From an optimization exercise on the open Yosys and OpenROAD flow, aimed at small area, a short achievable clock period and few clock cycles per item; shortcuts taken in it are not production practice.
RTL that was checked went through simulation tests only; none was proved equivalent to the original.
No functional check of the RTL was part of runs 5 and 6.
Power is estimated from default activity; no workload was simulated.

`flow/abc_delay_ps`:
```
2500
```
`design.v`:
```
`default_nettype none
package sprw_pkg;
    typedef logic [8-1:0]             byte_t;
    typedef logic [16-1:0]             lane_t;
    typedef logic [32-1:0]             word_t;
    typedef logic [4*16-1:0] lanes_t;
    typedef enum logic [3:0] {
        LANE_PASS = 4'd0,
        LANE_ADD  = 4'd1,
        LANE_SUB  = 4'd2,
        LANE_MOVE = 4'd3,
        LANE_MAX  = 4'd4,
        LANE_MIN  = 4'd5,
        LANE_AND  = 4'd6,
        LANE_OR   = 4'd7,
        LANE_XOR  = 4'd8,
        LANE_NAND = 4'd9,
        LANE_NOR  = 4'd10,
        LANE_XNOR = 4'd11
    } lane_fn_t;
    typedef enum logic [2:0] {
        RED_NONE = 3'd0,
        RED_SUM  = 3'd1,
        RED_MAX  = 3'd2,
        RED_MIN  = 3'd3,
        RED_XOR  = 3'd4
    } red_fn_t;
endpackage
`default_nettype wire
`timescale 1ns/1ps
`default_nettype none
module sprw_top (
    input  logic        clk,
    input  logic        rstn,
    input  logic        in_valid,
    input  logic [31:0] ra,
    input  logic [31:0] rb,
    input  logic [4:0]  op1,
    input  logic [2:0]  op2,
    output logic        out_valid,
    output logic [31:0] result
);
    function automatic logic [11:0] pfx_add(input logic [11:0] x, input logic [11:0] y, input logic ci);
        logic [11:0] p, g, pp, gg;
        p  = x ^ y;
        g  = x & y;
        gg = g;
        gg[0] = g[0] | (p[0] & ci);
        pp = p;
        for (int d = 1; d < 12; d = d * 2)
            for (int i = 11; i >= d; i--) begin
                gg[i] = gg[i] | (pp[i] & gg[i-d]);
                pp[i] = pp[i] & pp[i-d];
            end
        pfx_add[0] = p[0] ^ ci;
        for (int i = 1; i < 12; i++)
            pfx_add[i] = p[i] ^ gg[i-1];
    endfunction
    function automatic logic pfx_gt(input logic [9:0] x, input logic [9:0] y);
        logic [9:0] pp, gg;
        pp = x | ~y;
        gg = x & ~y;
        for (int d = 1; d < 10; d = d * 2)
            for (int i = 9; i >= d; i--) begin
                gg[i] = gg[i] | (pp[i] & gg[i-d]);
                pp[i] = pp[i] & pp[i-d];
            end
        pfx_gt = gg[9];
    endfunction
    logic lg, f_add, f_sub, f_max, f_mn, f_move, f_arith_d, f_mm_d, f_min_d, sub_m_d, sign_d, sat_d;
    logic [3:0] t_d;
    assign lg      = op1[4] & op1[3];
    assign f_add   = ~lg & (op1[2:0] == 3'b001);
    assign f_sub   = ~lg & (op1[2:0] == 3'b010);
    assign f_max   = ~lg & (op1[2:0] == 3'b101);
    assign f_mn    = ~lg & (op1[2:0] == 3'b110);
    assign f_move  = ~lg & (op1[2:0] == 3'b011);
    assign f_arith_d = f_add | f_sub;
    assign f_mm_d  = f_max | f_mn;
    assign f_min_d = f_mn;
    assign sub_m_d = f_sub | f_mm_d;
    assign sign_d  = lg ? 1'b0 :
                     (f_arith_d | f_mm_d) ? ~op1[4] :
                     (~op2[2] & (op2 != 3'b000));
    assign sat_d   = ~lg & op1[3];
    always_comb begin
        if (lg) begin
            case (op1[2:0])
                3'b111:  t_d = 4'b1000;    
                3'b000:  t_d = 4'b1110;    
                3'b001:  t_d = 4'b0110;    
                3'b010:  t_d = 4'b0111;    
                3'b011:  t_d = 4'b0001;    
                3'b100:  t_d = 4'b1001;    
                default: t_d = 4'b1100;    
            endcase
        end else if (f_move)
            t_d = 4'b1010;                 
        else
            t_d = 4'b1100;                 
    end
    logic [31:0] pa, pb;
    logic        p_valid, f_arith, f_mm, f_min, sub_m, sign, sat;
    logic [3:0]  t;
    logic [2:0]  p_op2;
    always_ff @(posedge clk) begin
        p_valid <= rstn & in_valid;
        pa      <= ra;
        pb      <= rb;
        f_arith <= f_arith_d;
        f_mm    <= f_mm_d;
        f_min   <= f_min_d;
        sub_m   <= sub_m_d;
        sign    <= sign_d;
        sat     <= sat_d;
        t       <= t_d;
        p_op2   <= op2;
    end
    logic [9:0] l [4];
    always_comb begin
        for (int i = 0; i < 4; i++) begin
            logic [7:0] a, b, y;
            logic [9:0] ea, eb, r;
            logic [3:0] tl;
            logic       ov, c7, clo;
            a  = pa[8*i +: 8];
            b  = pb[8*i +: 8];
            ea = {{2{sign & a[7]}}, a};
            eb = {{2{sign & b[7]}}, b};
            r  = 10'(pfx_add({2'b00, ea}, {2'b00, eb ^ {10{sub_m}}}, sub_m));
            if (f_mm)
                tl = (r[9] ^ f_min) ? 4'b1010 : 4'b1100;
            else
                tl = t;
            for (int j = 0; j < 8; j++)
                y[j] = tl[{a[j], b[j]}];
            if (sign) begin
                ov  = (r[9] != r[8]) | (r[8] != r[7]);
                c7  = r[9];
                clo = ~r[9];
            end else begin
                ov  = r[9] | r[8];
                c7  = ~r[9];
                clo = ~r[9];
            end
            if (f_arith) begin
                if (sat & ov)
                    l[i] = {{2{sign & c7}}, c7, {7{clo}}};
                else
                    l[i] = r;
            end else
                l[i] = {{2{sign & y[7]}}, y};
        end
    end
    logic [9:0] q [4];
    logic       q_valid, q_sat;
    logic [2:0] q_op2;
    always_ff @(posedge clk) begin
        q_valid <= rstn & p_valid;
        q_sat   <= sat;
        q_op2   <= p_op2;
        for (int i = 0; i < 4; i++)
            q[i] <= l[i];
    end
    logic        q_rsign;
    logic [11:0] x [4];
    logic [11:0] s1, c1, s2, c2, ssum;
    logic [2:0]  ncnt;
    logic [31:0] sum_w;
    logic [7:0]  xr;
    logic [9:0]  k [4];
    logic        s01, s23;
    logic [9:0]  w01, w23;
    logic [31:0] m_nxt;
    assign q_rsign = ~q_op2[2];
    always_comb begin
        for (int i = 0; i < 4; i++)
            x[i] = {{2{q[i][9]}}, q[i]};
        s1 = x[0] ^ x[1] ^ x[2];
        c1 = {(x[0][10:0] & x[1][10:0]) | (x[0][10:0] & x[2][10:0]) | (x[1][10:0] & x[2][10:0]), 1'b0};
        s2 = s1 ^ c1 ^ x[3];
        c2 = {(s1[10:0] & c1[10:0]) | (s1[10:0] & x[3][10:0]) | (c1[10:0] & x[3][10:0]), 1'b0};
    end
    assign ssum = pfx_add(s2, c2, 1'b0);
    assign ncnt = 3'(q[0][9]) + 3'(q[1][9]) + 3'(q[2][9]) + 3'(q[3][9]);
    always_comb begin
        if (q_rsign) begin
            sum_w = {{20{ssum[11]}}, ssum};
            if (q_sat) begin
                if (~ssum[11] & (|ssum[10:7]))
                    sum_w = 32'd127;
                else if (ssum[11] & ~(&ssum[10:7]))
                    sum_w = 32'hffffff80;
            end
        end else begin
            sum_w = {13'd0, ncnt - 3'(ssum[11]), {4{ssum[11]}}, ssum};
            if (q_sat && (ncnt != 3'd0 || ssum[10:8] != 3'd0))
                sum_w = 32'd255;
        end
    end
    assign xr = q[0][7:0] ^ q[1][7:0] ^ q[2][7:0] ^ q[3][7:0];
    always_comb begin
        for (int i = 0; i < 4; i++)
            k[i] = {q[i][9] ^ q_rsign, q[i][8:0]};
    end
    assign s01 = pfx_gt(k[1], k[0]) ^ q_op2[0];
    assign s23 = pfx_gt(k[3], k[2]) ^ q_op2[0];
    assign w01 = s01 ? q[1] : q[0];
    assign w23 = s23 ? q[3] : q[2];
    always_comb begin
        case (q_op2)
            3'b001, 3'b101: m_nxt = sum_w;
            3'b010, 3'b110,
            3'b011, 3'b111: m_nxt = {12'd0, w23, w01};
            3'b100:         m_nxt = {24'd0, xr};
            default:        m_nxt = {q[3][7:0], q[2][7:0], q[1][7:0], q[0][7:0]};
        endcase
    end
    logic [31:0] m;
    logic        m_valid, m_mm, m_rsign, m_mn;
    always_ff @(posedge clk) begin
        m_valid <= rstn & q_valid;
        m       <= m_nxt;
        m_mm    <= q_op2[1];
        m_rsign <= q_rsign;
        m_mn    <= q_op2[0];
    end
    logic [9:0]  v01, v23, wf;
    logic        sf;
    logic [31:0] red;
    assign v01 = m[9:0];
    assign v23 = m[19:10];
    assign sf  = pfx_gt({v23[9] ^ m_rsign, v23[8:0]}, {v01[9] ^ m_rsign, v01[8:0]}) ^ m_mn;
    assign wf  = sf ? v23 : v01;
    assign red = m_mm ? {{16{m_rsign & wf[9]}}, {6{wf[9]}}, wf} : m;
    always_ff @(posedge clk) begin
        out_valid <= rstn & m_valid;
        result    <= red;
    end
endmodule
`default_nettype wire
```
`standard.sh`:
```
#!/bin/bash
# synth_recipe.tcl (not shown) runs the flow's synth.tcl, then flattens the netlist and writes it again
# the make line also repeats each setting of config.mk as NAME=value (left out here)
make -C /OpenROAD-flow-scripts/flow DESIGN_CONFIG=/design/flow/config.mk WORK_HOME=/design/flow/orfs CLKGATE_MAP_FILE= SYNTH_SCRIPT=/design/flow/synth_recipe.tcl "${@:-finish}"
```
`config.mk`:
```
export PLATFORM = sky130hd
export DESIGN_NAME = sprw_top
export DESIGN_NICKNAME = sprw_top
export VERILOG_FILES = /design/flow/design.v
export SDC_FILE = /design/flow/constraint.sdc
export NUM_CORES = 4
export LEC_CHECK = 0
export CAP_MARGIN = 20
export CORE_MARGIN = 2
export CORE_UTILIZATION = 40
export SETUP_SLACK_MARGIN = 3
export SLEW_MARGIN = 20
```
`flow/abc.script`:
```
strash
dc2
dch -f
map {D}
topo
buffer -c
upsize -c {D}
dnsize -c {D}
```
`constraint.sdc`:
```
create_clock -name core_clock -period 6.5 [get_ports {clk}]
set_input_delay 1.3000 -clock core_clock [delete_from_list [all_inputs] [get_ports {clk}]]
set_output_delay 1.3000 -clock core_clock [all_outputs]
set_load 0.01 [all_outputs]
```
`flow/run.sh`:
```
#!/bin/bash
set -euo pipefail
W=$PWD
D=$(cat $W/flow/abc_delay_ps)
cat > $W/my_synth.tcl <<EOS
proc abc {args} {
  set i [lsearch -exact \$args -script]
  if {\$i >= 0} { lset args [expr {\$i + 1}] $W/flow/abc.script }
  set j [lsearch -exact \$args -D]
  if {\$j >= 0} { lset args [expr {\$j + 1}] $D } else { lappend args -D $D }
  yosys abc {*}\$args
}
EOS
cat $W/synth_recipe.tcl >> $W/my_synth.tcl
bash $W/standard.sh SYNTH_SCRIPT=$W/my_synth.tcl finish > $W/standard.log 2>&1
```
==> results of run 1 <==
[registers in the layout (all words and copies together) (netlist names), 3 cells and up]
name / count
p_op2: 3
q: 40
q_op2: 3
t: 4
pa: 32
pb: 32
result: 32
m: 32
[area by class of cell]
cell class,instances,area (um^2),share of cell area
multi-input combinational,1004,7679,0.5056
sequential,192,3859,0.2541
timing repair buffer,172,1689,0.1112
inverter,236,889.6,0.05858
tap,384,480.5,0.03164
clock buffer,17,425.4,0.02801
clock inverter,15,165.2,0.01087
[power groups by stage]
stage / Sequential (mW) / Clock, mW / Combinational (mW)
final: 1.60 / 1.06 / 3.29
after global routing: 1.63 / 1.13 / 3.61
after CTS: 1.60 / 1.07 / 2.92
after detailed placement: 1.63 / 0 / 2.64
after global placement: 1.63 / 0 / 2.62
after floorplan: 1.61 / 0 / 1.94
[how the worst min path moves through the flow]
stage | slack, ns | endpoint | cells after the start | from
2_1_floorplan | 0.31 | q_op2[0]$_DFF_P_ | 0 | p_op2[0]$_DFF_P_
3_3_place_gp | 0.31 | q_op2[0]$_DFF_P_ | 0 | p_op2[0]$_DFF_P_
3_5_place_dp | 0.31 | q_op2[0]$_DFF_P_ | 0 | p_op2[0]$_DFF_P_
4_1_cts | 0.33 | q_op2[1]$_DFF_P_ | 0 | p_op2[1]$_DFF_P_
5_1_grt | 0.34 | q_op2[0]$_DFF_P_ | 0 | p_op2[0]$_DFF_P_
6_report | 0.33 | q_op2[1]$_DFF_P_ | 0 | p_op2[1]$_DFF_P_
[through the flow]
| step | hold slack, ns | worst slack [ns] |
|---|---|---|
| 2_1_floorplan | 0.3096 | 2.598 |
| 3_3_place_gp | 0.3130 | 2.355 |
| 3_5_place_dp | 0.3136 | 2.272 |
| 4_1_cts | 0.3324 | 2.535 |
| 5_1_grt | 0.3354 | 2.333 |
| 6_report | 0.3289 | 2.471 |
[cells by family (layout without fill, tap and decap cells)]
group / Yosys count / after routing
buf+inv: 276 / 440
flops: 192 / 192
compound gates: 450 / 450
xor+xnor: 44 / 44
simple gates: 404 / 405
fa+ha+maj: 105 / 105
[critical path, cell delays in order (launching register included)]
cell	delay (ns)
dfxtp_2	0.34
fa_1	0.56
inv_1	0.06
fa_1	0.49
inv_2	0.05
ha_4	0.16
fa_2	0.37
a21oi_2	0.14
o21bai_2	0.09
a21oi_2	0.13
o21bai_2	0.08
a21oi_2	0.14
o21bai_2	0.08
or2_1	0.26
a22oi_2	0.22
nand4_4	0.16
buf_12	0.17
nand2_8	0.09
nand3_2	0.08
nand3_2	0.13
a32oi_1	0.10
[routing by layer]
| metal | global-route usage | share of wire |
|---|---|---|
| met3 | 0.02727 | 0.046 |
| met4 | 0.08854 | 0.033 |
| met2 | 0.3547 | 0.48 |
| met5 | 0 | 0 |
| met1 | 0.2716 | 0.44 |
[timing repair]
action                     CTS  global route
resized for setup           47           136
setup buffers               17            42
pin swaps                   20            82
setup endpoints to repair   72            72
cloned                       0             2
[layout by cell type, fill, tap and decap left out, types with 24 or more instances in the layout]
cell type	instances
nand2_1	173
inv_1	217
a21oi_1	104
dfxtp_1	184
a21oi_2	26
a31oi_1	37
o21ai_0	48
xor2_1	33
buf_4	50
ha_1	73
o21ai_1	24
nand3_1	84
o21ai_2	34
nor2_1	48
clkdlybuf4s50_1	107
==> run notes, run 1 <==
synthesized cell area: 11,740 um^2
Reg2Reg Capture Point: m[7]$_DFF_P_
max-slew violations: 0
Vias: 10,700
worst hold path type: reg -> reg
mux contribution to synthesized area: 0
CP endpoint kind: register
Post-Synth XOR/XNOR Area: 0.03281
post-DP HPWL: 24,180 um
Post-synth top flop: dfxtp_1
total power: 5.954 mW
Synth top area share: 0.3273
synth top area cells: dfxtp_1 33%, ha_1 8.4%, inv_1 7.2%
crit path to: m[7]$_DFF_P_
Cells after DPL: 1,927
Seq/Total Area, Yosys: 0.3273
clock power share: 0.178
First-pass DRT Iterations: 5
post-synthesis register bit count: 192
initial antenna violation count: 0
Least-Margin Pin Slew: 0.9628 ns
Port Buffer Count: 107
Initial DRC Count: 680
GP Congestion: 0.9273
core area: 28,780 um^2
layout cells sized above 1: 0.2048
Initial Util: 0.4081
Post-Syn Instances: 1,471
Synth cell types: 59
htree depth: 4
status: timing/DRC/antenna clean
die height: 175.3 um
CP Class: reg -> reg
# rows: 62
start point of the critical path: q[0][1]$_DFF_P_
Mean Syn Cell Area: 7.984 um^2
Area after DPL: 13,240 um^2
I/O pin cnt: 108
most numerous cell in the Yosys netlist: inv_1
Remaining Overflow, GRT: 0
WL/cell: 16.66 um
RSZ-0062 raised after global routing: true
sw frac: 0.4338
Final Hold Viols: 0
nets: 1,803
first-pass GRT wire length: 51,350 um
CTS sink cnt: 192
P_sw: 2.583 mW
pwr/cell area: 392.1 nW/um^2
CTS tree: built
Synth Area in Simple Gates: 0.1585
number of global-route vias before repair: 9,931
vias per cell: 5.296
Logic pwr share: 0.553
Max FO, Critical Path: 8
Sequential Power Share: 0.269
Async SR Flop Fraction: 0
Slew Limit Headroom: 0.3566
# fillers: 2,614
die area: 30,750 um^2
Synthesized Nets: 1,651
Worst-path clk slew: 0.08 ns
dominant cell type by area after synthesis: dfxtp_1
Fin Setup TNS: 0 ns
Tmin final: 4.029 ns
number of flops mapped to enable cells by yosys: 0
# hold bufs at CTS: 0
Clock Latency Late Sink: 0.45 ns
Die W: 175.3 um
Root Buffer: clkbuf_16
post-route ant nets: 0
CTS max path bufs: 2
largest family of logic cells by synthesized area: compound AO/OA/AOI/OAI gates
f_max: 248.2 MHz
period utilization: 0.6198
max cap viols: 0
internal power: 3.371 mW
P&R area growth vs syn: 29.32%
Worst R2R Path Depth: 20
gr usage total: 0.2106
final WL: 33,660 um
CP Data Required Time: 6.82 ns
Worst Setup Start Kind: register
Synth Area in Compound Gates: 0.2626
Syn. warnings: 5
RR Startpoint: q[0][1]$_DFF_P_
n_diodes: 0
worst ir drop on vdd: 0.2169 mV
leak pwr: 6.737 nW
largest net degree at the start of global routing: 70
WP data arrival: 4.35 ns
Post-Layout Cell Count: 2,020
Setup-failing EPs final: 0
most frequent cells after synthesis: 224 x inv_1, 192 x dfxtp_1, 187 x nand2_1, 116 x a21oi_1, 97 x nand3_1
clock skew: 0.01375 ns
Post-Route Utilization: 0.5277
Worst R2R Setup Slack: 2.47 ns
CTS Buf Count: 17
area share of fa/ha/maj cells after synthesis: 0.1285
Residual DRC: 0
cell area after layout: 15,190 um^2
Testbench counts, summed over its fixed seeds: cycles 16,024, items 16,000.
==> run 2: changes to the inputs <==
--- a/flow/run.sh
+++ b/flow/run.sh
@@ -4,4 +4,5 @@
 D=$(cat $W/flow/abc_delay_ps)
 cat > $W/my_synth.tcl <<EOS
+proc extract_fa {args} { puts "extract_fa skipped by flow/run.sh" }
 proc abc {args} {
   set i [lsearch -exact \$args -script]
==> flow/abc_delay_ps (replaced) <==
3000
--- a/config.mk
+++ b/config.mk
@@ -9,4 +9,3 @@
 export CORE_MARGIN = 2
 export CORE_UTILIZATION = 40
-export SETUP_SLACK_MARGIN = 3
 export SLEW_MARGIN = 20
==> run 2 against run 1 <==
Net effect: still clean on timing, DRC and antenna; non-clock buffer count fell by 60; worst hold slack lost 0.00055 ns; flip-flop and latch count unchanged; first-iteration DRC count up 2.9%; maximum frequency down 6.9%; area after synthesis decreased by 13%; sequential power is 3% lower; sequential share of layout area up 6.0 points; via count fell by 11%; largest cell class unchanged.
==> run notes, run 2 <==
status: timing/DRC/antenna clean
CTS tree: built
post-cts resize count: 0
Die W: 164 um
pwr/cell area: 381.6 nW/um^2
Synth Area in Compound Gates: 0.2639
final WL: 27,640 um
Synth cell types: 62
Post-Synth XOR/XNOR Area: 0.07331
CTS Buf Count: 17
gr usage total: 0.2082
Async SR Flop Fraction: 0
Final Hold Viols: 0
Synth top area share: 0.3754
Synthesized Nets: 1,503
Mean Syn Cell Area: 7.171 um^2
max-slew violations: 0
P&R area growth vs syn: 19.37%
# hold bufs at CTS: 0
first-pass GRT wire length: 44,170 um
Max stage delay on crit path: 0.88 ns
Synth Area in Simple Gates: 0.2072
Worst-path clk slew: 0.08 ns
Worst Setup Start Kind: register
CP Class: reg -> reg
max cap viols: 0
Port Buffer Count: 107
htree depth: 4
dominant cell type by area after synthesis: dfxtp_1
number of flops mapped to enable cells by yosys: 0
area share of fa/ha/maj cells after synthesis: 0
Setup-failing EPs final: 0
Residual DRC: 0
Top reg by flops: q
period utilization: 0.6660
CP Data Required Time: 6.78 ns
worst path bufs/invs: 2
# rows: 58
Fin Setup TNS: 0 ns
Syn. warnings: 5
post-DP HPWL: 21,390 um
most numerous cell in the Yosys netlist: nand2_1
worst hold path type: reg -> reg
synthesized cell area: 10,240 um^2
I/O pin cnt: 108
Slew Limit Headroom: 0.3805
Post-synth top flop: dfxtp_1
critical-path cell list: buf_4 -> xnor2_1 -> xor2_1 -> nand2_1 -> o21ai_0 -> nand2_1 -> o21ai_0 -> a21oi_1 -> nand2_1 -> nand2_1 -> a21oi_1 -> o21bai_1 -> o21a_1 -> inv_1 -> o311ai_2 -> o21a_1 -> a32oi_1
most common cell after layout, fill and taps aside: nand2_1
crit-path most repeated cell: nand2_1
die area: 26,900 um^2
RSZ-0062 raised after global routing: false
mux contribution to synthesized area: 0
Post-Place Setup Slack: 2.216 ns
f_max: 231.0 MHz
Max FO, Critical Path: 15
largest family of logic cells by synthesized area: compound AO/OA/AOI/OAI gates
CTS sink cnt: 192
layout cells sized above 1: 0.06262
post-route ant nets: 0
register area: 3844 um^2
Final WS setup: 2.171 ns
WP data arrival: 4.60 ns
core area: 25,180 um^2
CTS max path bufs: 2
die height: 164 um
worst ir drop on vdd: 0.2042 mV
number of global-route vias before repair: 8,600
n_diodes: 0
largest net degree at the start of global routing: 30
Seq/Total Area, Yosys: 0.3754
Remaining Overflow, GRT: 0
most frequent cells after synthesis: 254 x nand2_1, 192 x dfxtp_1, 170 x inv_1, 169 x a21oi_1, 136 x nor2_1
vias per cell: 5.122
initial antenna violation count: 0
First-pass DRT Iterations: 6
Post-Syn Instances: 1,428
Largest delay share family, worst path: compound AO/OA/AOI/OAI gates
clock skew: 0.01096 ns
WL/cell: 14.84 um
leak pwr: 5.497 nW
nets: 1,595
CP endpoint kind: register
Tmin final: 4.329 ns
Clock Latency Late Sink: 0.44 ns
commonest non-fill, non-tap cells in the layout: 254 x nand2_1, 192 x dfxtp_1, 170 x inv_1
Vias: 9,543
Initial Util: 0.4066
Least-Margin Pin Slew: 0.9258 ns
GP Congestion: 0.9073
area occupied by multi-input gates: 5578 um^2
post-synthesis register bit count: 192
postcts setup bufs: 0
slowest cell on the critical path: dfxtp_1
Initial DRC Count: 700
max reg flops: 40
Root Buffer: clkbuf_16
# fillers: 2,445
synth top area cells: dfxtp_1 38%, nand2_1 9.3%, a21oi_1 8.3%
## run 2: cell families (layout without fill, tap and decap cells)
group,after synthesis,count (layout)
compound gates,442,442
flops,192,192
xor+xnor,84,84
buf+inv,213,318
simple gates,497,497
## run 2: area by class of cell
type,count,share of cell area
multi-input combinational,1023,0.4563
inverter,174,0.05343
timing repair buffer,112,0.09069
sequential,192,0.3145
tap,330,0.03378
clock inverter,14,0.01617
clock buffer,18,0.03511
## run 2: worst paths after layout
check	startpoint	to	slack (ns)	depth (start not counted)
hold reg to reg	p_op2[2]$_DFF_P_	q_op2[2]$_DFF_P_	0.33	0
hold / removal	p_op2[2]$_DFF_P_	q_op2[2]$_DFF_P_	0.33	0
setup / recovery	sub_m$_DFF_P_	q[1][5]$_DFF_P_	2.17	17
setup reg to reg	sub_m$_DFF_P_	q[1][5]$_DFF_P_	2.17	17
## run 2: per-stage QoR
stage	total power [mW]	hold slack [ns]	utilization	std cells	area (um^2)
2_1_floorplan	3.009	0.3096	-	1428	10240
3_3_place_gp	3.546	0.3125	0.4605	1831	11600
3_5_place_dp	3.566	0.3138	0.4605	1831	11600
4_1_cts	4.675	0.3307	0.4854	1863	12220
5_1_grt	4.999	0.3329	0.4854	1863	12220
6_report	4.665	0.3284	0.4854	1863	12220
## run 2: worst reg2reg max path, stage by stage, from the launching register on
cell and delay, ns:
dfxtp_1 0.88, buf_4 0.41, xnor2_1 0.14, xor2_1 0.17, nand2_1 0.09, o21ai_0 0.10
nand2_1 0.09, o21ai_0 0.12, a21oi_1 0.21, nand2_1 0.07, nand2_1 0.09, a21oi_1 0.09
o21bai_1 0.22, o21a_1 0.24, inv_1 0.12, o311ai_2 0.66, o21a_1 0.35, a32oi_1 0.10
## run 2: per-layer routing
| metal | routed length (um) | vias to the layer above | part of all wire | track usage |
|---|---|---|---|---|
| met1 | 12380 | 4238 | 0.45 | 0.2574 |
| met2 | 13110 | 294 | 0.47 | 0.3669 |
| met5 | 0 | - | 0 | 0 |
| met4 | 669 | 0 | 0.024 | 0.06818 |
| li1 | - | 4964 | - | - |
| met3 | 1482 | 47 | 0.054 | 0.03561 |
## run 2: power breakdown
part	internal (mW)	switching (mW)	total (mW)
Sequential	1.40	0.158	1.56
Clock	0.592	0.516	1.11
Combinational	0.813	1.19	2.00
Total	2.80	1.86	4.66
==> run 3: changes to the inputs <==
--- a/config.mk
+++ b/config.mk
@@ -9,3 +9,4 @@
 export CORE_MARGIN = 2
 export CORE_UTILIZATION = 40
+export SETUP_SLACK_MARGIN = 3.5
 export SLEW_MARGIN = 20
==> run 3 against run 2 <==
Net effect: global-route usage grew 1.7 points; largest power group unchanged; clock skew grew 0.0021 ns; worst hold slack gained 0.0010 ns; still clean; utilization grew 10 points; sequential share of layout area shrank 5.0 points; critical endpoint is now m[1]$_DFF_P_; setup slack gained 0.93 ns; synthesized cell count is the same; via count grew 11%; final area grew 21%; non-clock buffer count grew 135.
==> run notes, run 3 <==
Synth cell types: 62
die area: 26,900 um^2
Final Hold Viols: 0
max cap viols: 0
post-synthesis register bit count: 192
Clock Latency Late Sink: 0.45 ns
# rows: 58
critical-path cell list: a21oi_4 -> o21ai_2 -> a31oi_4 -> buf_4 -> a21oi_4 -> a21oi_4 -> o21bai_4 -> a21oi_4 -> o21bai_4 -> a21oi_4 -> o21bai_4 -> buf_6 -> a211oi_4 -> o22ai_2 -> a211oi_2 -> o21ai_4 -> buf_12 -> o21ai_2 -> a21oi_2
CP endpoint kind: register
Seq/Total Area, Yosys: 0.3754
Syn. warnings: 5
dominant cell type by area after synthesis: dfxtp_1
Die W: 164 um
Port Buffer Count: 107
WL/cell: 16.24 um
number of global-route vias before repair: 9,398
WP data arrival: 3.72 ns
final WL: 32,450 um
Post-Route Utilization: 0.5855
period utilization: 0.5223
first-pass GRT wire length: 47,670 um
commonest non-fill, non-tap cells in the layout: 209 x nand2_1, 171 x dfxtp_1, 155 x inv_1
CTS sink cnt: 192
Vias: 10,620
I/O pin cnt: 108
crit-path most repeated cell: a21oi_4
Post-Syn Instances: 1,428
CTS max path bufs: 2
GP Congestion: 0.9073
synth top area cells: dfxtp_1 38%, nand2_1 9.3%, a21oi_1 8.3%
worst hold path type: reg -> reg
Residual DRC: 0
Remaining Overflow, GRT: 0
number of flops mapped to enable cells by yosys: 0
most common cell after layout, fill and taps aside: nand2_1
initial antenna violation count: 0
Post-synth top flop: dfxtp_1
Slew Limit Headroom: 0.3428
vias per cell: 5.316
largest net degree at the start of global routing: 30
layout cells sized above 1: 0.2854
Tmin final: 3.395 ns
max reg flops: 40
Post-Place Setup Slack: 2.216 ns
Largest delay share family, worst path: compound AO/OA/AOI/OAI gates
post-DP HPWL: 21,390 um
core area: 25,180 um^2
leak pwr: 6.444 nW
worst path bufs/invs: 3
# hold bufs at CTS: 0
post-route ant nets: 0
status: timing/DRC/antenna clean
Top reg by flops: q
most frequent cells after synthesis: 254 x nand2_1, 192 x dfxtp_1, 170 x inv_1, 169 x a21oi_1, 136 x nor2_1
htree depth: 4
P&R area growth vs syn: 43.98%
die height: 164 um
CP Class: reg -> reg
Worst-path clk slew: 0.08 ns
CP Data Required Time: 6.83 ns
Mean Syn Cell Area: 7.171 um^2
CTS Buf Count: 17
Fin Setup TNS: 0 ns
synthesized cell area: 10,240 um^2
pwr/cell area: 377.7 nW/um^2
Synth top area share: 0.3754
Synthesized Nets: 1,503
Least-Margin Pin Slew: 0.9847 ns
nets: 1,730
Worst Setup Start Kind: register
Initial DRC Count: 875
gr usage total: 0.2252
n_diodes: 0
slowest cell on the critical path: dfxtp_4
clock skew: 0.01303 ns
First-pass DRT Iterations: 6
most numerous cell in the Yosys netlist: nand2_1
RSZ-0062 raised after global routing: true
max-slew violations: 0
Initial Util: 0.4066
worst ir drop on vdd: 0.2091 mV
Async SR Flop Fraction: 0
Setup-failing EPs final: 0
Final WS setup: 3.105 ns
f_max: 294.5 MHz
# fillers: 2,162
Root Buffer: clkbuf_16
Max FO, Critical Path: 7
CTS tree: built
Max stage delay on crit path: 0.39 ns
run 3: cell types whose count changed in the layout (fill, tap and decap cells not counted), sizes merged:
cell | previous run | this run
buf | 5 | 140
clkinvlp | 0 | 1
inv | 179 | 178
run 3: what timing repair did:
item	in CTS	in global routing
endpoints found under the setup margin	72	75
cloned	0	0
pin swaps	57	115
setup buffers	94	41
resized for setup	176	199
run 3: final cells by class:
| class | count | area, um^2 | share of cell area |
|---|---|---|---|
| Clock buffer | 18 | 429.2 | 0.02911 |
| Clock inverter | 14 | 197.7 | 0.01341 |
| Inverter | 174 | 659.4 | 0.04473 |
| Sequential cell | 192 | 3902 | 0.2647 |
| Tap cell | 330 | 412.9 | 0.02801 |
| Multi-Input combinational cell | 1023 | 6860 | 0.4653 |
| Timing Repair Buffer | 247 | 2281 | 0.1547 |
run 3: final timing paths:
| check | slack [ns] | endpoint | cells after the start | start |
|---|---|---|---|---|
| hold reg to reg | 0.33 | q_op2[2]$_DFF_P_ | 0 | p_op2[2]$_DFF_P_ |
| setup / recovery | 3.10 | m[1]$_DFF_P_ | 19 | q[1][0]$_DFF_P_ |
| hold / removal | 0.33 | q_op2[2]$_DFF_P_ | 0 | p_op2[2]$_DFF_P_ |
| setup reg to reg | 3.10 | m[1]$_DFF_P_ | 19 | q[1][0]$_DFF_P_ |
run 3: layer usage:
layer / up-vias / global-route usage / share of wire
met4: 0 / 0.08931 / 0.032
li1: 5233 / - / -
met1: 4790 / 0.2673 / 0.41
met3: 94 / 0.03611 / 0.065
met2: 504 / 0.4045 / 0.50
met5: - / 0 / 0
run 3: logic make-up (layout without fill, tap and decap cells):
| logic type | Yosys count | in the layout | synth area share |
|---|---|---|---|
| compound gates | 442 | 442 | 0.2639 |
| buf+inv | 213 | 453 | 0.08015 |
| flops | 192 | 192 | 0.3754 |
| simple gates | 497 | 497 | 0.2072 |
| xor+xnor | 84 | 84 | 0.07331 |
run 3: metrics by stage:
| step | instances | area (um^2) | power [mW] | hold WS (ns) |
|---|---|---|---|---|
| final | 1998 | 14740 | 5.569 | 0.3294 |
| after global routing | 1998 | 14740 | 5.884 | 0.3334 |
| after CTS | 1957 | 13610 | 5.075 | 0.3307 |
| after detailed placement | 1831 | 11600 | 3.566 | 0.3138 |
| after global placement | 1831 | 11600 | 3.546 | 0.3125 |
| after floorplan | 1428 | 10240 | 3.009 | 0.3096 |
run 3: power by group:
group / switching (mW) / internal [mW] / leakage (nW)
Combinational: 1.59 / 1.29 / 4.52
Clock: 0.526 / 0.592 / 0.305
Sequential: 0.167 / 1.41 / 1.62
Total: 2.28 / 3.29 / 6.44
==> run 4: changes to the inputs <==
--- a/config.mk
+++ b/config.mk
@@ -9,4 +9,4 @@
 export CORE_MARGIN = 2
 export CORE_UTILIZATION = 40
-export SETUP_SLACK_MARGIN = 3.5
+export SETUP_SLACK_MARGIN = 2.5
 export SLEW_MARGIN = 20
==> run 4 against run 3 <==
Net effect: still clean on timing, DRC and antenna; worst hold slack got worse by 0.00094 ns; setup slack lost 0.29 ns; wire length shrank 15%; clock power about the same; non-clock buffer count fell by 134; total power decreased by 16%; via count shrank 9.9%; cell count fell by 6.7%; combinational power shrank about 30%; register-to-register slack worse by 0.29 ns; maximum frequency shrank 8.0%; area after synthesis is the same; highest routed layer unchanged.
==> run notes, run 4 <==
status: timing/DRC/antenna clean
die area: 26,900 um^2
most common cell after layout, fill and taps aside: nand2_1
post-DP HPWL: 21,390 um
first-pass GRT wire length: 44,210 um
# fillers: 2,436
max reg flops: 40
dominant cell type by area after synthesis: dfxtp_1
CTS tree: built
synthesized cell area: 10,240 um^2
post-route ant nets: 0
leak pwr: 5.513 nW
Post-synth top flop: dfxtp_1
vias per cell: 5.136
Setup-failing EPs final: 0
max-slew violations: 0
initial antenna violation count: 0
CP Class: reg -> reg
CP endpoint kind: register
Syn. warnings: 5
Synth top area share: 0.3754
CP Data Required Time: 6.79 ns
Fin Setup TNS: 0 ns
Clock Latency Late Sink: 0.44 ns
CTS Buf Count: 17
Worst Setup Start Kind: register
WP data arrival: 3.98 ns
layout cells sized above 1: 0.06519
Post-Syn Instances: 1,428
number of global-route vias before repair: 8,595
Top reg by flops: q
Residual DRC: 0
number of flops mapped to enable cells by yosys: 0
Worst R2R Setup Slack: 2.81 ns
WL/cell: 14.85 um
Post-Layout Cell Count: 1,864
period utilization: 0.5676
RSZ-0062 raised after global routing: false
Worst-path clk slew: 0.07 ns
Final Hold Viols: 0
# rows: 58
f_max: 271.0 MHz
P&R area growth vs syn: 19.82%
largest net degree at the start of global routing: 30
synth top area cells: dfxtp_1 38%, nand2_1 9.3%, a21oi_1 8.3%
max cap viols: 0
Die W: 164 um
commonest non-fill, non-tap cells in the layout: 254 x nand2_1, 191 x dfxtp_1, 170 x inv_1
Async SR Flop Fraction: 0
die height: 164 um
Remaining Overflow, GRT: 0
n_diodes: 0
Synthesized Nets: 1,503
pwr/cell area: 381.2 nW/um^2
CTS max path bufs: 2
area occupied by multi-input gates: 5597 um^2
Seq/Total Area, Yosys: 0.3754
gr usage total: 0.2083
I/O pin cnt: 108
final WL: 27,670 um
register area: 3847 um^2
GP Congestion: 0.9073
worst hold path type: reg -> reg
core area: 25,180 um^2
Initial Util: 0.4066
Max FO, Critical Path: 9
nets: 1,596
clock skew: 0.01178 ns
Least-Margin Pin Slew: 0.9268 ns
worst ir drop on vdd: 0.2041 mV
post-synthesis register bit count: 192
most numerous cell in the Yosys netlist: nand2_1
Tmin final: 3.689 ns
Mean Syn Cell Area: 7.171 um^2
Port Buffer Count: 107
Slew Limit Headroom: 0.3798
First-pass DRT Iterations: 5
CTS sink cnt: 192
Synth cell types: 62
Initial DRC Count: 717
Cells after DPL: 1,831
Vias: 9,574
htree depth: 4
Post-Route Utilization: 0.4872
Root Buffer: clkbuf_16
most frequent cells after synthesis: 254 x nand2_1, 192 x dfxtp_1, 170 x inv_1, 169 x a21oi_1, 136 x nor2_1
-- run 4: area by class of cell --
class	count	share of cell area
multi-input combinational	1023	0.4561
sequential	192	0.3136
timing repair buffer	113	0.09229
inverter	174	0.05323
clock buffer	18	0.03498
tap	330	0.03365
clock inverter	14	0.01611
-- run 4: metrics by stage --
| stage | total power, mW | instance area (um^2) | hold WS, ns | worst slack, ns |
|---|---|---|---|---|
| finish | 4.677 | 12270 | 0.3284 | 2.811 |
| global route | 5.008 | 12270 | 0.3329 | 2.509 |
| CTS | 4.677 | 12230 | 0.3307 | 2.638 |
| detailed placement | 3.566 | 11600 | 0.3138 | 2.216 |
| global placement | 3.546 | 11600 | 0.3125 | 2.280 |
| floorplan | 3.009 | 10240 | 0.3096 | 3.554 |
-- run 4: critical path, stage by stage (launching register included) --
cell	delay (ns)
dfxtp_1	0.62
nor2_2	0.13
o21ai_1	0.22
nand3_1	0.12
nand2_1	0.12
nand2_1	0.07
a21oi_1	0.19
a21oi_2	0.08
o21bai_4	0.18
a21oi_4	0.09
o21bai_4	0.16
a21oi_4	0.09
o21bai_4	0.21
nor2_1	0.11
nor3_2	0.25
nand4_4	0.23
nand2_1	0.11
a21oi_1	0.05
o22ai_1	0.34
a22oi_1	0.14
-- run 4: worst paths after layout --
path                                  startpoint          endpoint  depth (start not counted)
worst max-delay path             q[0][2]$_DFF_P_     m[10]$_DFF_P_                         19
worst min-delay path            p_op2[2]$_DFF_P_  q_op2[2]$_DFF_P_                          0
worst max register to register   q[0][2]$_DFF_P_     m[10]$_DFF_P_                         19
worst min register to register  p_op2[2]$_DFF_P_  q_op2[2]$_DFF_P_                          0
-- run 4: per-layer routing --
layer,up-vias,GRT usage,part of all wire
li1,4967,-,-
met1,4219,0.2581,0.45
met2,343,0.3673,0.47
met3,45,0.03510,0.060
met4,0,0.06699,0.024
met5,-,0,0
-- run 4: power breakdown --
part           internal [mW]  switching [mW]
registers               1.40           0.158
clock network          0.592           0.518
logic                  0.817            1.19
total                   2.81            1.87
-- run 4: kinds of logic after synthesis --
logic type	Yosys count	synth area share
and+or+nand+nor	497	0.2072
DFF	192	0.3754
buffers and inverters	213	0.08015
xor gates and xnor gates	84	0.07331
AOI/OAI and AO/OA	442	0.2639
-- run 4: repair_timing --
action                                  4_1_cts  5_1_grt
pin swaps                                     0        1
endpoints found under the setup margin       26       29
setup buffers                                 0        1
resized for setup                             2        5
hold buffers                                  0        0
==> run 5: changes to the inputs <==
--- a/design.v
+++ b/design.v
@@ -211,29 +211,16 @@
         case (q_op2)
             3'b001, 3'b101: m_nxt = sum_w;
-            3'b010, 3'b110,
-            3'b011, 3'b111: m_nxt = {12'd0, w23, w01};
             3'b100:         m_nxt = {24'd0, xr};
             default:        m_nxt = {q[3][7:0], q[2][7:0], q[1][7:0], q[0][7:0]};
         endcase
     end
-    logic [31:0] m;
-    logic        m_valid, m_mm, m_rsign, m_mn;
-    always_ff @(posedge clk) begin
-        m_valid <= rstn & q_valid;
-        m       <= m_nxt;
-        m_mm    <= q_op2[1];
-        m_rsign <= q_rsign;
-        m_mn    <= q_op2[0];
-    end
-    logic [9:0]  v01, v23, wf;
+    logic [9:0]  wf;
     logic        sf;
     logic [31:0] red;
-    assign v01 = m[9:0];
-    assign v23 = m[19:10];
-    assign sf  = pfx_gt({v23[9] ^ m_rsign, v23[8:0]}, {v01[9] ^ m_rsign, v01[8:0]}) ^ m_mn;
-    assign wf  = sf ? v23 : v01;
-    assign red = m_mm ? {{16{m_rsign & wf[9]}}, {6{wf[9]}}, wf} : m;
+    assign sf  = pfx_gt({w23[9] ^ q_rsign, w23[8:0]}, {w01[9] ^ q_rsign, w01[8:0]}) ^ q_op2[0];
+    assign wf  = sf ? w23 : w01;
+    assign red = q_op2[1] ? {{16{q_rsign & wf[9]}}, {6{wf[9]}}, wf} : m_nxt;
     always_ff @(posedge clk) begin
-        out_valid <= rstn & m_valid;
+        out_valid <= rstn & q_valid;
         result    <= red;
     end
--- a/flow/run.sh
+++ b/flow/run.sh
@@ -4,5 +4,4 @@
 D=$(cat $W/flow/abc_delay_ps)
 cat > $W/my_synth.tcl <<EOS
-proc extract_fa {args} { puts "extract_fa skipped by flow/run.sh" }
 proc abc {args} {
   set i [lsearch -exact \$args -script]
==> flow/abc_delay_ps (replaced) <==
2500
==> run 5 against run 4 <==
Net effect: die area is 3.1% lower; wire length is 6.6% higher; clock power is 5% lower; first-iteration DRC count is 4.5% higher; setup slack worse by 0.90 ns; clock skew is 0.0018 ns lower; combinational power is 51% higher; flip-flop and latch count is 36 lower; critical endpoint is now result[3]$_DFF_P_; highest routed layer unchanged.
==> run notes, run 5 <==
Syn. warnings: 5
I/O pin cnt: 108
die height: 161.4 um
busiest layer in global routing: met2
Post-Syn Instances: 1,288
number of flops mapped to enable cells by yosys: 0
first-pass GRT wire length: 45,640 um
met2 usage: 0.3508
post-synthesis register bit count: 156
n_diodes: 0
Mean Syn Cell Area: 7.696 um^2
Fin Setup TNS: 0 ns
Hold WS: 0.3272 ns
synthesized cell area: 9912 um^2
Area after DPL: 11,360 um^2
Clock Latency Late Sink: 0.43 ns
CP Data Required Time: 6.87 ns
Worst R2R Setup Slack: 1.91 ns
Async SR Flop Fraction: 0
RSZ-0062 raised after global routing: true
layout cells sized above 1: 0.1417
hold depth: 0
Synth cell types: 56
# hold bufs at CTS: 0
Max FO, Critical Path: 7
Tmin final: 4.592 ns
Reg2Reg Capture Point: result[3]$_DFF_P_
most frequent cells after synthesis: 178 x nand2_1, 167 x inv_1, 156 x dfxtp_1, 113 x a21oi_1, 110 x o21ai_0
Synthesized Nets: 1,468
Residual DRC: 0
Post-Layout Cell Count: 1,757
synth top area cells: dfxtp_1 32%, ha_1 10%, nand2_1 6.7%
worst hold path type: reg -> reg
GP Congestion: 0.9100
Final Hold Viols: 0
cell area after layout: 12,660 um^2
Top reg by flops: q
post-DP HPWL: 21,770 um
post-route ant nets: 0
die area: 26,050 um^2
Worst-path clk slew: 0.07 ns
status: timing/DRC/antenna clean
CTS sink cnt: 156
nets: 1,601
htree depth: 4
vias per cell: 5.328
max-slew violations: 0
most common cell after layout, fill and taps aside: nand2_1
Synth top area share: 0.3151
max cap viols: 0
total power: 5.346 mW
dominant cell type by area after synthesis: dfxtp_1
Least-Margin Pin Slew: 0.9643 ns
most numerous cell in the Yosys netlist: nand2_1
Port Buffer Count: 107
Cells after DPL: 1,695
worst ir drop on vdd: 0.2570 mV
Seq/Total Area, Yosys: 0.3151
P&R area growth vs syn: 27.69%
register area: 3146 um^2
largest net degree at the start of global routing: 45
area occupied by multi-input gates: 6405 um^2
met1 Usage GRT: 0.2984
# fillers: 2,310
gr usage total: 0.2217
Worst Setup Start Kind: register
Worst Hold End: q_op2[1]$_DFF_P_
core area: 24,320 um^2
First-pass DRT Iterations: 8
initial antenna violation count: 0
WL/cell: 16.79 um
CTS tree: built
Initial Util: 0.4076
number of global-route vias before repair: 8,697
RR Startpoint: q[1][1]$_DFF_P_
GR Layer Usage met3: 0.03261
Die W: 161.4 um
leak pwr: 5.685 nW
commonest non-fill, non-tap cells in the layout: 167 x nand2_1, 161 x inv_1, 148 x dfxtp_1
Worst R2R Path Depth: 24
period utilization: 0.7065
f_max: 217.8 MHz
Root Buffer: clkbuf_16
CP Class: reg -> reg
Slew Limit Headroom: 0.3556
min-delay src: p_op2[1]$_DFF_P_
Setup-failing EPs final: 0
clock skew: 0.01001 ns
Initial DRC Count: 749
Vias: 9,362
max reg flops: 40
WP data arrival: 4.96 ns
CTS max path bufs: 2
Post-synth top flop: dfxtp_1
pwr/cell area: 422.4 nW/um^2
# rows: 57
CP endpoint kind: register
Remaining Overflow, GRT: 0
CTS Buf Count: 17
final WL: 29,510 um
## run 5: cell types whose count changed in the layout (fill, tap and decap cells not counted), sizes merged, moves of 28 or more
cell,before,now
ha,0,79
nand2,259,193
a21oi,176,117
nor2,140,95
dfxtp,192,156
buf,6,34
## run 5: area by class of cell
type	instances	share of cell area
multi-input cells	926	0.5060
well taps	324	0.03203
flip-flops and latches	156	0.2485
inverters	178	0.05338
clock inverters	12	0.01275
clock buffers	19	0.03578
repair buffers	142	0.1115
## run 5: worst max-delay path by stage
stage,startpoint,endpoint,depth (start not counted)
CTS,q[1][1]$_DFF_P_,result[7]$_DFF_P_,21
floorplan,q[2][1]$_DFF_P_,result[18]$_DFF_P_,25
finish,q[1][1]$_DFF_P_,result[3]$_DFF_P_,24
detailed placement,q[0][1]$_DFF_P_,result[9]$_DFF_P_,25
global placement,q[0][1]$_DFF_P_,result[9]$_DFF_P_,25
global route,q[1][1]$_DFF_P_,result[3]$_DFF_P_,25
## run 5: cell families (layout without fill, tap and decap cells)
logic type / after synthesis / count (layout) / synth area share
compound gates: 374 / 374 / 0.2313
xor+xnor: 49 / 49 / 0.04330
fa+ha+maj: 105 / 105 / 0.1522
buf+inv: 206 / 351 / 0.08028
flops: 156 / 156 / 0.3151
simple gates: 398 / 398 / 0.1779
## run 5: repair_timing
action / CTS / global route
hold endpoints to repair: 0 / 0
buffers inserted: 12 / 18
endpoints found under the setup margin: 71 / 72
gates cloned: 0 / 1
gates resized for setup: 52 / 54
pin swaps: 17 / 31
## run 5: critical path, stage by stage, from the launching register on
cell,delay (ns)
dfxtp_4,0.36
fa_1,0.57
inv_2,0.05
fa_1,0.52
inv_1,0.04
ha_2,0.19
fa_2,0.34
a21o_1,0.18
a21oi_2,0.17
nor2_1,0.06
nor2_1,0.09
nor2_1,0.07
nor2_1,0.14
nor2_2,0.07
o21ai_2,0.13
nand2_2,0.10
nand2_2,0.07
nand2_2,0.07
a21oi_4,0.21
xnor2_4,0.16
o21ai_4,0.32
a21oi_2,0.05
nor3_1,0.33
o21ai_1,0.13
nand2_1,0.11
## run 5: per-stage QoR
stage | setup slack [ns] | utilization
global route | 1.784 | 0.5205
detailed placement | 1.730 | 0.4669
floorplan | 2.380 | -
global placement | 1.763 | 0.4669
CTS | 2.138 | 0.5047
finish | 1.908 | 0.5205
## run 5: per-layer routing
metal	vias to the layer above	share of wire	routed length [um]
li1	4633	-	-
met1	4281	0.45	13140
met2	379	0.45	13300
met3	69	0.063	1855
met4	0	0.041	1209
met5	-	0	0
## run 5: where the power goes
| group | internal (mW) | switching (mW) | total (mW) | leakage [nW] |
|---|---|---|---|---|
| Combinational | 1.31 | 1.72 | 3.04 | 4.08 |
| Clock | 0.627 | 0.423 | 1.05 | 0.292 |
| Sequential | 1.12 | 0.144 | 1.26 | 1.31 |
==> run 6: changes to the inputs <==
--- a/flow/run.sh
+++ b/flow/run.sh
@@ -4,4 +4,5 @@
 D=$(cat $W/flow/abc_delay_ps)
 cat > $W/my_synth.tcl <<EOS
+proc extract_fa {args} { puts "extract_fa skipped by flow/run.sh" }
 proc abc {args} {
   set i [lsearch -exact \$args -script]
==> flow/abc_delay_ps (replaced) <==
3000
--- a/config.mk
+++ b/config.mk
@@ -9,4 +9,4 @@
 export CORE_MARGIN = 2
 export CORE_UTILIZATION = 40
-export SETUP_SLACK_MARGIN = 2.5
+export SETUP_SLACK_MARGIN = 3
 export SLEW_MARGIN = 20
==> run 6 against run 5 <==
Net effect: maximum frequency is 22% higher; setup slack better by 0.83 ns; critical path depth is 5 lower; still clean on timing, DRC and antenna; via count is 4.7% higher; synthesized cell count is 3.7% higher; clock skew is 0.0043 ns higher.
==> run notes, run 6 <==
Worst-path clk slew: 0.07 ns
Residual DRC: 0
f_max: 266.1 MHz
WL/cell: 16.99 um
sw frac: 0.4286
synth top area cells: dfxtp_1 33%, nand2_1 9.7%, xor2_1 7.2%
Max stage delay on crit path: 0.46 ns
Post-Synth XOR/XNOR Area: 0.09018
Final WS setup: 2.742 ns
Initial DRC Count: 887
I/O pin cnt: 108
CTS tree: built
Max FO, Critical Path: 8
Post-Syn Instances: 1,336
Setup-failing EPs final: 0
mux contribution to synthesized area: 0
Worst Setup Start Kind: register
die area: 24,900 um^2
Synthesized Nets: 1,411
CP endpoint kind: register
post-route ant nets: 0
CTS sink cnt: 156
Vias: 9,803
Synth top area share: 0.3300
Area after DPL: 10,710 um^2
dominant cell type by area after synthesis: dfxtp_1
die height: 157.8 um
Hold WS: 0.3257 ns
max reg flops: 40
most numerous cell in the Yosys netlist: nand2_1
Seq/Total Area, Yosys: 0.3300
Fin Setup TNS: 0 ns
CTS max path bufs: 2
number of global-route vias before repair: 8,420
final WL: 30,850 um
Mean Syn Cell Area: 7.083 um^2
Cells after DPL: 1,722
largest family of logic cells by synthesized area: compound AO/OA/AOI/OAI gates
vias per cell: 5.398
Remaining Overflow, GRT: 0
First-pass DRT Iterations: 8
Syn. warnings: 5
P_sw: 2.081 mW
worst ir drop on vdd: 0.1823 mV
Logic pwr share: 0.529
max-slew violations: 0
Clock Latency Late Sink: 0.44 ns
nets: 1,560
# rows: 56
Top reg by flops: q
worst path bufs/invs: 1
Post-Route Utilization: 0.5460
RSZ-0062 raised after global routing: true
CP Data Required Time: 6.82 ns
slowest cell on the critical path: a211oi_1
pwr/cell area: 381.1 nW/um^2
worst hold path type: reg -> reg
Post-Layout Cell Count: 1,816
Largest delay share family, worst path: compound AO/OA/AOI/OAI gates
# fillers: 2,200
largest net degree at the start of global routing: 40
Post-Place Setup Slack: 2.041 ns
clock skew: 0.01432 ns
CTS Buf Count: 17
Die W: 157.8 um
gr usage total: 0.2326
post-synthesis register bit count: 156
most common cell after layout, fill and taps aside: nand2_1
critical-path cell list: inv_4 -> o22ai_2 -> nand3_2 -> a31oi_4 -> o21ai_2 -> a31oi_2 -> o21ai_2 -> a211oi_1 -> o21ai_1 -> nand2_2 -> o211ai_1 -> a31oi_1 -> o21bai_4 -> a21boi_4 -> o21bai_4 -> a21oi_4 -> o22ai_4 -> nand4_4 -> nand2_1
first-pass GRT wire length: 44,510 um
number of flops mapped to enable cells by yosys: 0
CP Class: reg -> reg
Least-Margin Pin Slew: 0.9416 ns
total power: 4.854 mW
Port Buffer Count: 107
Root Buffer: clkbuf_16
internal power: 2.774 mW
status: timing/DRC/antenna clean
post-DP HPWL: 21,350 um
max cap viols: 0
Final Hold Viols: 0
Slew Limit Headroom: 0.3708
WP data arrival: 4.07 ns
Synth Area in Simple Gates: 0.2213
GP Congestion: 0.9714
period utilization: 0.5782
Async SR Flop Fraction: 0
Synth cell types: 63
htree depth: 4
clock power share: 0.206
Tmin final: 3.758 ns
Worst R2R Setup Slack: 2.74 ns
synthesized cell area: 9463 um^2
layout cells sized above 1: 0.2098
Sequential Power Share: 0.265
area share of fa/ha/maj cells after synthesis: 0
Initial Util: 0.4056
leak pwr: 5.534 nW
initial antenna violation count: 0
Post-synth top flop: dfxtp_1
most frequent cells after synthesis: 245 x nand2_1, 156 x dfxtp_1, 133 x a21oi_1, 126 x inv_1, 103 x nor2_1
n_diodes: 0
P&R area growth vs syn: 34.62%
commonest non-fill, non-tap cells in the layout: 217 x nand2_1, 137 x dfxtp_1, 124 x inv_1
cell area after layout: 12,740 um^2
core area: 23,330 um^2
Synth Area in Compound Gates: 0.2761
==> run 6: metal layers <==
| layer | part of all wire | wire [um] | GRT usage |
|---|---|---|---|
| met5 | 0 | 0 | 0 |
| met3 | 0.070 | 2171 | 0.04134 |
| met2 | 0.46 | 14100 | 0.3741 |
| met4 | 0.044 | 1358 | 0.09740 |
| met1 | 0.43 | 13230 | 0.3070 |
==> run 6: layout make-up <==
cell class,count,area [um^2],area share
clock inverters,13,140.1,0.01100
flip-flops and latches,156,3174,0.2492
well taps,319,399.1,0.03133
inverters,140,531.8,0.04174
multi-input cells,1001,6435,0.5052
clock buffers,18,439.2,0.03448
repair buffers,169,1619,0.1271
==> run 6: final timing paths <==
| path | start | to | cells past startpoint |
|---|---|---|---|
| setup / recovery | q[1][1]$_DFF_P_ | result[22]$_DFF_P_ | 19 |
| hold / removal | p_op2[0]$_DFF_P_ | q_op2[0]$_DFF_P_ | 0 |
| setup reg to reg | q[1][1]$_DFF_P_ | result[22]$_DFF_P_ | 19 |
| hold reg to reg | p_op2[0]$_DFF_P_ | q_op2[0]$_DFF_P_ | 0 |
==> run 6: worst register-to-register path, cell delays in order (launching register included) <==
cell and delay (ns):
dfxtp_4 0.40, inv_4 0.05, o22ai_2 0.18, nand3_2 0.13
a31oi_4 0.21, o21ai_2 0.10, a31oi_2 0.20, o21ai_2 0.11
a211oi_1 0.46, o21ai_1 0.20, nand2_2 0.12, o211ai_1 0.10
a31oi_1 0.31, o21bai_4 0.12, a21boi_4 0.18, o21bai_4 0.12
a21oi_4 0.19, o22ai_4 0.14, nand4_4 0.22, nand2_1 0.10
==> run 6: cell families after synthesis <==
| kind of cell | count (synthesis) |
|---|---|
| and+or+nand+nor | 480 |
| DFF | 156 |
| buffers and inverters | 183 |
| xor gates and xnor gates | 95 |
| AOI/OAI and AO/OA | 422 |
==> run 6: repair_timing <==
item	in CTS	in global routing
endpoints found under the hold margin	0	0
gates resized for setup	59	160
pin swaps	10	85
endpoints found under the setup margin	72	72
gates cloned	1	3
hold buffers	0	0
buffers inserted	17	41
==> run 6: power groups by stage <==
stage / registers, mW / clock network (mW) / logic (mW)
after CTS: 1.28 / 1.01 / 2.10
final: 1.29 / 0.998 / 2.57
after global placement: 1.30 / 0 / 1.97
after floorplan: 1.25 / 0 / 1.44
after detailed placement: 1.29 / 0 / 1.98
after global routing: 1.30 / 1.05 / 2.77
==> run 7: changes to the inputs <==
--- a/design.v
+++ b/design.v
@@ -107,5 +107,5 @@
         p_valid <= rstn & in_valid;
         pa      <= ra;
-        pb      <= rb;
+        pb      <= rb ^ {32{sub_m_d}};
         f_arith <= f_arith_d;
         f_mm    <= f_mm_d;
@@ -125,10 +125,10 @@
             logic       ov, c7, clo;
             a  = pa[8*i +: 8];
-            b  = pb[8*i +: 8];
+            b  = pb[8*i +: 8];             
             ea = {{2{sign & a[7]}}, a};
-            eb = {{2{sign & b[7]}}, b};
-            r  = 10'(pfx_add({2'b00, ea}, {2'b00, eb ^ {10{sub_m}}}, sub_m));
+            eb = {{2{(sign & (b[7] ^ sub_m)) ^ sub_m}}, b};
+            r  = 10'(pfx_add({2'b00, ea}, {2'b00, eb}, sub_m));
             if (f_mm)
-                tl = (r[9] ^ f_min) ? 4'b1010 : 4'b1100;
+                tl = (r[9] ^ f_min) ? 4'b0101 : 4'b1100;
             else
                 tl = t;
@@ -167,5 +167,4 @@
     logic [11:0] s1, c1, s2, c2, ssum;
     logic [2:0]  ncnt;
-    logic [31:0] sum_w;
     logic [7:0]  xr;
     logic [9:0]  k [4];
@@ -184,19 +183,4 @@
     assign ssum = pfx_add(s2, c2, 1'b0);
     assign ncnt = 3'(q[0][9]) + 3'(q[1][9]) + 3'(q[2][9]) + 3'(q[3][9]);
-    always_comb begin
-        if (q_rsign) begin
-            sum_w = {{20{ssum[11]}}, ssum};
-            if (q_sat) begin
-                if (~ssum[11] & (|ssum[10:7]))
-                    sum_w = 32'd127;
-                else if (ssum[11] & ~(&ssum[10:7]))
-                    sum_w = 32'hffffff80;
-            end
-        end else begin
-            sum_w = {13'd0, ncnt - 3'(ssum[11]), {4{ssum[11]}}, ssum};
-            if (q_sat && (ncnt != 3'd0 || ssum[10:8] != 3'd0))
-                sum_w = 32'd255;
-        end
-    end
     assign xr = q[0][7:0] ^ q[1][7:0] ^ q[2][7:0] ^ q[3][7:0];
     always_comb begin
@@ -210,17 +194,53 @@
     always_comb begin
         case (q_op2)
-            3'b001, 3'b101: m_nxt = sum_w;
+            3'b001, 3'b101: m_nxt = {17'd0, ncnt, ssum};
+            3'b010, 3'b110,
+            3'b011, 3'b111: m_nxt = {12'd0, w23, w01};
             3'b100:         m_nxt = {24'd0, xr};
             default:        m_nxt = {q[3][7:0], q[2][7:0], q[1][7:0], q[0][7:0]};
         endcase
     end
-    logic [9:0]  wf;
+    logic [31:0] m;
+    logic        m_valid, m_mm, m_sum, m_sat, m_rsign, m_mn;
+    always_ff @(posedge clk) begin
+        m_valid <= rstn & q_valid;
+        m       <= m_nxt;
+        m_mm    <= q_op2[1];
+        m_sum   <= q_op2[1:0] == 2'b01;
+        m_sat   <= q_sat;
+        m_rsign <= q_rsign;
+        m_mn    <= q_op2[0];
+    end
+    logic [9:0]  v01, v23, wf;
     logic        sf;
     logic [31:0] red;
-    assign sf  = pfx_gt({w23[9] ^ q_rsign, w23[8:0]}, {w01[9] ^ q_rsign, w01[8:0]}) ^ q_op2[0];
-    assign wf  = sf ? w23 : w01;
-    assign red = q_op2[1] ? {{16{q_rsign & wf[9]}}, {6{wf[9]}}, wf} : m_nxt;
-    always_ff @(posedge clk) begin
-        out_valid <= rstn & q_valid;
+    logic [11:0] msum;
+    logic [2:0]  mcnt;
+    logic [31:0] sum_w;
+    assign msum = m[11:0];
+    assign mcnt = m[14:12];
+    always_comb begin
+        if (m_rsign) begin
+            sum_w = {{20{msum[11]}}, msum};
+            if (m_sat) begin
+                if (~msum[11] & (|msum[10:7]))
+                    sum_w = 32'd127;
+                else if (msum[11] & ~(&msum[10:7]))
+                    sum_w = 32'hffffff80;
+            end
+        end else begin
+            sum_w = {13'd0, mcnt - 3'(msum[11]), {4{msum[11]}}, msum};
+            if (m_sat && (mcnt != 3'd0 || msum[10:8] != 3'd0))
+                sum_w = 32'd255;
+        end
+    end
+    assign v01 = m[9:0];
+    assign v23 = m[19:10];
+    assign sf  = pfx_gt({v23[9] ^ m_rsign, v23[8:0]}, {v01[9] ^ m_rsign, v01[8:0]}) ^ m_mn;
+    assign wf  = sf ? v23 : v01;
+    assign red = m_mm  ? {{16{m_rsign & wf[9]}}, {6{wf[9]}}, wf} :
+                 m_sum ? sum_w : m;
+    always_ff @(posedge clk) begin
+        out_valid <= rstn & m_valid;
         result    <= red;
     end
--- a/config.mk
+++ b/config.mk
@@ -9,4 +9,4 @@
 export CORE_MARGIN = 2
 export CORE_UTILIZATION = 40
-export SETUP_SLACK_MARGIN = 3
+export SETUP_SLACK_MARGIN = 2.5
 export SLEW_MARGIN = 20
==> run 7 against run 6 <==
Net effect: non-clock buffer count is 55 lower; wire length is 1.6% lower; total power is 9.5% lower; flip-flop and latch count is 38 higher; largest cell class unchanged; largest power group unchanged; highest routed layer unchanged.
==> run notes, run 7 <==
slowest cell on the critical path: xor2_1
leak pwr: 5.387 nW
CTS sink cnt: 194
RSZ-0062 raised after global routing: false
Worst-path clk slew: 0.07 ns
synthesized cell area: 10,320 um^2
initial antenna violation count: 0
largest net degree at the start of global routing: 34
Post-synth top flop: dfxtp_1
internal power: 2.647 mW
crit-path most repeated cell: a21oi_1
worst ir drop on vdd: 0.1866 mV
most frequent cells after synthesis: 216 x nand2_1, 194 x dfxtp_1, 187 x inv_1, 144 x o21ai_0, 139 x nor2_1
Vias: 10,120
post-synthesis register bit count: 194
period utilization: 0.5210
area share of fa/ha/maj cells after synthesis: 0
Final WS setup: 3.113 ns
htree depth: 4
sw frac: 0.3978
Worst Hold End: q_op2[0]$_DFF_P_
Slew Limit Headroom: 0.2907
die area: 27,110 um^2
clock power share: 0.235
worst path bufs/invs: 1
CTS Buf Count: 17
CTS max path bufs: 2
number of flops mapped to enable cells by yosys: 0
post-cts resize count: 0
min-delay src: p_op2[0]$_DFF_P_
status: timing/DRC/antenna clean
Setup-failing EPs final: 0
core area: 25,250 um^2
max-slew violations: 0
Least-Margin Pin Slew: 1.063 ns
Initial DRC Count: 845
largest family of logic cells by synthesized area: compound AO/OA/AOI/OAI gates
mux contribution to synthesized area: 0
most numerous cell in the Yosys netlist: nand2_1
layout cells sized above 1: 0.06757
final WL: 30,350 um
CP Class: reg -> reg
WP data arrival: 3.75 ns
Top reg by flops: q
Seq/Total Area, Yosys: 0.3762
dominant cell type by area after synthesis: dfxtp_1
number of global-route vias before repair: 9,277
synth top area cells: dfxtp_1 38%, nand2_1 7.9%, o21ai_0 7.0%
Initial Util: 0.4088
critical-path cell list: inv_1 -> a221oi_1 -> a221oi_1 -> nor2_1 -> o22ai_1 -> a21oi_1 -> a21oi_1 -> o21ai_0 -> a21oi_1 -> a211oi_1 -> xor2_1 -> o21ai_0 -> a21oi_1 -> nand2_1 -> o21ai_0
Worst R2R Setup Slack: 3.11 ns
vias per cell: 5.369
Remaining Overflow, GRT: 0
# hold bufs at CTS: 0
Root Buffer: clkbuf_16
GP Congestion: 0.9108
WL/cell: 16.10 um
First-pass DRT Iterations: 6
hold depth: 0
Max stage delay on crit path: 0.65 ns
Residual DRC: 0
most common cell after layout, fill and taps aside: nand2_1
Worst R2R Path Depth: 15
Fin Setup TNS: 0 ns
nets: 1,616
CP Data Required Time: 6.86 ns
max reg flops: 40
Post-Syn Instances: 1,450
post-DP HPWL: 23,220 um
Largest delay share family, worst path: compound AO/OA/AOI/OAI gates
max cap viols: 0
Synthesized Nets: 1,525
Synth top area share: 0.3762
P_sw: 1.748 mW
Die W: 164.7 um
P&R area growth vs syn: 18.85%
clock skew: 0.01042 ns
gr usage total: 0.2249
Synth cell types: 58
Tmin final: 3.387 ns
CTS tree: built
Synth Area in Simple Gates: 0.2195
f_max: 295.3 MHz
Async SR Flop Fraction: 0
Post-Place Setup Slack: 3.112 ns
RR Startpoint: m[11]$_DFF_P_
Synth Area in Compound Gates: 0.2691
commonest non-fill, non-tap cells in the layout: 216 x nand2_1, 194 x dfxtp_1, 187 x inv_1
Logic pwr share: 0.391
Mean Syn Cell Area: 7.120 um^2
postcts setup bufs: 0
# fillers: 2,562
Syn. warnings: 5
Max FO, Critical Path: 16
Worst Setup Start Kind: register
Final Hold Viols: 0
# rows: 58
Reg2Reg Capture Point: result[26]$_DFF_P_
Sequential Power Share: 0.374
post-route ant nets: 0
Post-Synth XOR/XNOR Area: 0.04921
first-pass GRT wire length: 47,490 um
I/O pin cnt: 108
Post-Route Utilization: 0.4858
die height: 164.7 um
Clock Latency Late Sink: 0.45 ns
CP endpoint kind: register
Port Buffer Count: 107
worst hold path type: reg -> reg
pwr/cell area: 358.2 nW/um^2
-- run 7: power by group through the flow --
stage	logic (mW)	registers (mW)	clock network [mW]
after floorplan	1.17	1.62	0
after global placement	1.69	1.67	0
after detailed placement	1.70	1.67	0
after CTS	1.71	1.64	1.06
after global routing	1.92	1.67	1.10
final	1.72	1.64	1.03
-- run 7: worst max-delay path by stage --
| stage | start | endpoint | slack [ns] | cells past startpoint |
|---|---|---|---|---|
| 6_report | m[11]$_DFF_P_ | result[26]$_DFF_P_ | 3.11 | 15 |
| 3_3_place_gp | sub_m$_DFF_P_ | q[0][2]$_DFF_P_ | 3.14 | 19 |
| 5_1_grt | m[11]$_DFF_P_ | result[21]$_DFF_P_ | 2.75 | 15 |
| 3_5_place_dp | m[11]$_DFF_P_ | result[28]$_DFF_P_ | 3.11 | 15 |
| 2_1_floorplan | op1[1] | pb[10]$_DFF_P_ | 3.75 | 7 |
| 4_1_cts | m[11]$_DFF_P_ | result[28]$_DFF_P_ | 3.10 | 15 |
-- run 7: area by class of cell --
type,count,area (um^2),share of cell area
Timing Repair Buffer,114,1124,0.09158
Clock inverter,14,145.1,0.01183
Clock buffer,18,429.2,0.03498
Tap cell,330,412.9,0.03365
Multi-Input combinational cell,1024,5559,0.4531
Antenna cell,1,2.502,0.0002040
Inverter,190,713.2,0.05813
Sequential cell,194,3884,0.3165
-- run 7: layer usage --
layer  up-vias  wire length [um]  track usage  share of wire
met4         0               876      0.08379          0.029
met5         -                 0            0              0
li1       5137                 -            -              -
met3        61              1354      0.03014          0.045
met2       333             14580       0.3962           0.48
met1      4590             13550       0.2795           0.45
-- run 7: logic make-up after synthesis --
family | Yosys count
xor gates and xnor gates | 58
DFF | 194
and+or+nand+nor | 511
buffers and inverters | 232
AOI/OAI and AO/OA | 455
-- run 7: per-stage QoR --
stage | hold WS [ns] | std cells | cell area (um^2) | power [mW]
after floorplan | 0.3096 | 1450 | 10320 | 2.797
after global placement | 0.3141 | 1852 | 11690 | 3.359
after global routing | 0.3467 | 1884 | 12270 | 4.695
after detailed placement | 0.3132 | 1852 | 11690 | 3.372
after CTS | 0.3306 | 1884 | 12270 | 4.406
final | 0.3279 | 1885 | 12270 | 4.395
-- run 7: worst reg2reg max path, stage by stage, from the launching register on --
cell and delay (ns):
dfxtp_1 0.44, inv_1 0.17, a221oi_1 0.32, a221oi_1 0.09
nor2_1 0.11, o22ai_1 0.07, a21oi_1 0.12, a21oi_1 0.05
o21ai_0 0.08, a21oi_1 0.09, a211oi_1 0.22, xor2_1 0.65
o21ai_0 0.16, a21oi_1 0.23, nand2_1 0.32, o21ai_0 0.18
Testbench counts of run 7, summed over its fixed seeds: cycles 16,024, items 16,000.

[port drivers added, routing unchanged]
No port has a modelled driver above. Below, the same layouts with a new extraction and two added sets of constraints.
Step 1, drivers: a clkbuf_16 drives clk and a buf_2 each remaining input, both assumed.
Step 2 times the ports against the registers' clock, not the clock port: input delays grow and output delays shrink by t, the midpoint of the rising clock arrivals with the driver on.
a / b / c = ideal ports / drivers / drivers and shift; a / b = the first two.
run | t, ns | slack for setup (ns) | worst hold slack (ns) | worst data-port slew with drivers (ns)
run 1 | 0.495 | 2.471 / 2.471 / 2.471 | 0.329 / 0.329 / 0.329 | 0.03
run 2 | 0.482 | 2.171 / 2.171 / 2.171 | 0.328 / 0.328 / 0.328 | 0.04
run 3 | 0.486 | 3.105 / 3.105 / 3.105 | 0.329 / 0.329 / 0.329 | 0.04
run 4 | 0.481 | 2.811 / 2.811 / 2.811 | 0.328 / 0.328 / 0.328 | 0.04
run 5 | 0.472 | 1.908 / 1.908 / 1.908 | 0.327 / 0.327 / 0.327 | 0.04
run 6 | 0.478 | 2.742 / 2.742 / 2.742 | 0.326 / 0.326 / 0.326 | 0.04
run 7 | 0.488 | 3.113 / 3.113 / 3.113 | 0.328 / 0.328 / 0.328 | 0.04
After both steps setup and hold are still met in every run listed.
